Source: an optimization exercise on an open RTL-to-GDS flow (aim: small area). Production flows keep margins and buffers that such runs may drop.
Where RTL was checked, it was by simulation tests only, not by an equivalence proof against the original.
Power and IR drop assume default switching activity.

== the reference run ==
Design noc_perm_bridge, start of the top module:
module noc_perm_bridge
#(
	parameter int LANES = perm_pkg::LANES_DEFAULT
) (
	input  wire        clk,
	input  wire        rst,
	input  wire        noc_to_dev_ctl,
	input  wire [7:0]  noc_to_dev_data,
	output logic       noc_from_dev_ctl,
	output logic [7:0] noc_from_dev_data,
	output logic       pushin,
	output logic       firstin,
	output logic [63:0] din,
	input  wire        stopin
);
==> flow/config.mk <==
export PLATFORM = sky130hd
export DESIGN_NAME = noc_perm_bridge
export DESIGN_NICKNAME = noc_perm_bridge
export VERILOG_FILES = /design/flow/design.v
export SDC_FILE = /design/flow/constraint.sdc
export NUM_CORES = 4
export LEC_CHECK = 0
export CAP_MARGIN = 20
export CORE_MARGIN = 2
export CORE_UTILIZATION = 55
export CTS_CLUSTER_DIAMETER = 100
export CTS_CLUSTER_SIZE = 30
export SLEW_MARGIN = 20
==> flow/constraint.sdc <==
create_clock -name core_clock -period 5.0 [get_ports {clk}]
set_input_delay 1.0000 -clock core_clock [delete_from_list [all_inputs] [get_ports {clk}]]
set_output_delay 1.0000 -clock core_clock [all_outputs]
set_load 0.01 [all_outputs]
run.sh (not shown) runs the stock make flow with config.mk's settings and CLKGATE_MAP_FILE= SYNTH_SCRIPT=/design/flow/synth_recipe.tcl, a recipe that flattens the netlist after the stock synthesis.
### the reference run -> the trial run
- an added PLACE_DENSITY of 0.8
- a change of CORE_UTILIZATION from 55 to 70
==> comparison <==
Relative to the reference run, critical path depth decreased by 1 in the trial run. Relative to the reference run, placed wire-length estimate after detailed placement has increased by 6900 µm in the trial run. The trial run: PASS, flow complete, no timing, DRC or antenna violations. The clock group share of total power reported for the trial run is smaller than that of the reference run by 0.3 points. Compared with the reference run, the trial run is hungrier on power. Compared the trial run vs the reference run, and overall fraction of global-route tracks in use is up in the trial run.
Function was not checked in any run of this note: the RTL went through the layout flow alone.

* * *

== v10 ==
Another version of the RTL of noc_perm_bridge (not shown whole).
Size: roughly 1700 flip-flops, about 87 I/O pins, roughly 0.052 mm² of cells after synthesis.
export LEC_CHECK = 0
export CAP_MARGIN = 20
export CORE_MARGIN = 2
export CORE_UTILIZATION = 80
export CTS_CLUSTER_DIAMETER = 100
export CTS_CLUSTER_SIZE = 25
export PLACE_DENSITY = 0.88
export SLEW_MARGIN = 20
create_clock -name core_clock -period 5.0 [get_ports {clk}]
As the logs show, v10 stopped at detailed placement (3_5_place_dp) after a tool error, so it never reached the end of the flow.
Changes in v59 relative to v10:
- CTS_CLUSTER_SIZE removed (was 25)
- PLACE_DENSITY changed from 0.88 to 0.8
- CORE_UTILIZATION changed from 80 to 70
- CTS_CLUSTER_DIAMETER removed (was 100)
==> flow/flow/run.sh (new file) <==
#!/bin/bash
# The standard layout (standard.sh, standard synthesis unchanged) with two
# changes:
#  - ports are buffered with sky130_fd_sc_hd__buf_1 rather than the delay
#    buffer buffer_ports picks by default;
set -uo pipefail
export BUFFER_PORTS_ARGS="-buffer_cell sky130_fd_sc_hd__buf_1"
export RDIR="$PWD/orfs/results/$FLOW_PLATFORM/noc_perm_bridge/base"
LOGS="orfs/logs/$FLOW_PLATFORM/noc_perm_bridge/base"
try=0
for size in 28 24 20 16 12; do
	try=$((try + 1))
	export CTS_ARGS="-sink_clustering_enable -repair_clock_nets -sink_clustering_size $size -sink_clustering_max_diameter 100 -dont_use_dummy_load"
	if [[ $try -gt 1 ]]; then
		bash standard.sh clean_cts clean_route clean_finish > "make_clean_try$try.log" 2>&1
	fi
	echo "try $try: cluster size $size"
	if ! bash standard.sh > "make_try$try.log" 2>&1; then
		echo "try $try: layout failed"
		continue
	fi
	cp -r "$LOGS" "orfs_logs_try$try"
	openroad -exit flow/slew.tcl > "slew_try$try.log" 2>&1
	worst=$(awk '/^WORSTCLKSLEW/ {print $2}' "slew_try$try.log")
	echo "try $try: worst clock-pin slew ${worst:-unknown} ns"
	if [[ -n "$worst" ]] && awk -v w="$worst" 'BEGIN { exit !(w < 0.120) }'; then
		exit 0
	fi
done
exit 0
==> flow/flow/slew.tcl (new file) <==
# Worst flip-flop clock-pin slew of the routed layout, with its extracted parasitics
set R $::env(RDIR)
read_liberty $::env(FLOW_HOME)/platforms/sky130hd/lib/sky130_fd_sc_hd__tt_025C_1v80.lib
read_db $R/6_final.odb
read_sdc $R/6_final.sdc
read_spef $R/6_final.spef
set worst 0
foreach p [get_pins -of_objects [all_registers] -filter "name==CLK"] {
	foreach prop {slew_max_rise slew_max_fall} {
		set s [get_property $p $prop]
		if {$s > $worst} { set worst $s }
	}
}
puts "WORSTCLKSLEW $worst"
==> flow/standard.sh (new file) <==
#!/bin/bash
# synth_recipe.tcl (not shown) runs the flow's synth.tcl, then flattens the netlist and writes it again
# the make line also repeats each setting of config.mk as NAME=value (left out here)
make -C /OpenROAD-flow-scripts/flow DESIGN_CONFIG=/design/flow/config.mk WORK_HOME=/design/flow/orfs CLKGATE_MAP_FILE= SYNTH_SCRIPT=/design/flow/synth_recipe.tcl "${@:-finish}"
removed: flow/run.sh
### Flow results
- Per the final summary, v59 finished and its layout is clean on timing, DRC and antenna.
- Xor and xnor area share after synthesis: v59 vs v10 identical
- Any difference in number of primary I/O pins between v10 and v59 is small enough to ignore.
- Height of the die, v10 and v59, lower one = v10.
- Number of synthesized flops with an enable pin came out exactly the same in v10 and v59.
- From v59 to v10, share of the yosys chip area belonging to registers did not move at all.
- v10 → v59: total number of placement rows grew by 7.5%, multiplexer fraction of the synthesized cell area held steady.
- There was hardly any difference in distinct cell type count of the synthesized netlist between v10 and v59.
- As far as basic-gate share of the synthesized area counting and, or, nand and nor cells goes, v10 and v59 are indistinguishable; the numbers are identical.
- Row width of the die: v59 higher / v10 lower
#### Input delta (v50 over v59)
-- flow/flow/run.sh --
<<< v59, line 10
try=0
for size in 28 24 20 16 12; do
	try=$((try + 1))
	export CTS_ARGS="-sink_clustering_enable -repair_clock_nets -sink_clustering_size $size -sink_clustering_max_diameter 100 -dont_use_dummy_load"
	if [[ $try -gt 1 ]]; then
>>> v50, line 10
try=0
for cluster in "26 80" "24 70" "20 70" "16 60" "12 50"; do
	read -r size diameter <<< "$cluster"
	try=$((try + 1))
	export CTS_ARGS="-sink_clustering_enable -repair_clock_nets -sink_clustering_size $size -sink_clustering_max_diameter $diameter -dont_use_dummy_load"
	if [[ $try -gt 1 ]]; then
<<< v59, line 16
	fi
	echo "try $try: cluster size $size"
	if ! bash standard.sh > "make_try$try.log" 2>&1; then
>>> v50, line 17
	fi
	echo "try $try: cluster size $size, diameter $diameter um"
	if ! bash standard.sh > "make_try$try.log" 2>&1; then
<<< v59, line 25
	echo "try $try: worst clock-pin slew ${worst:-unknown} ns"
	if [[ -n "$worst" ]] && awk -v w="$worst" 'BEGIN { exit !(w < 0.120) }'; then
		exit 0
>>> v50, line 26
	echo "try $try: worst clock-pin slew ${worst:-unknown} ns"
	if [[ -n "$worst" ]] && awk -v w="$worst" 'BEGIN { exit !(w < 0.123) }'; then
		exit 0
Notes after the runs:
- First-pass iteration count of the detailed router: v50 higher than v59
- Of v50 and v59, the run reporting the lower per-cell via count in the routed design was v50.
- Post-detailed-routing wire length delta for v50 relative to v59: about 1.8% lower
- Sequential power share: v50 and v59 compared, lower one is v59

-- separate check: timing with driven ports --
Ports are ideal in the flow. The routed layouts listed here were re-timed in OpenROAD.
Step 1 sets driving cells, clkbuf_16 on the clock port and buf_2 on the other inputs (assumed; they add their load-dependent delay and slew).
Step 2 moves the port delays by t, midway between the first and last clock arrival at a register: inputs arrive t later, outputs are due t later. That takes back most of the time a late clock gives input paths.
Slacks: ideal ports / drivers / drivers and shift; pairs: ideal ports / drivers.
run | t (ns) | setup slack, ns | latest minus earliest clock arrival (ns)
the reference run | 0.697 | 1.663 / 1.603 / 1.613 | 0.031 / 0.032
the trial run | 0.690 | 1.375 / 1.311 / 1.381 | 0.025 / 0.025
v59 | 0.708 | 1.817 / 1.750 / 1.507 | 0.077 / 0.077
v50 | 0.680 | 1.817 / 1.753 / 1.449 | 0.093 / 0.093
After both steps every run listed still meets setup and hold. The setup slack of v50, which loses most, moves by -0.064 ns with the drivers and by -0.368 ns with both steps.
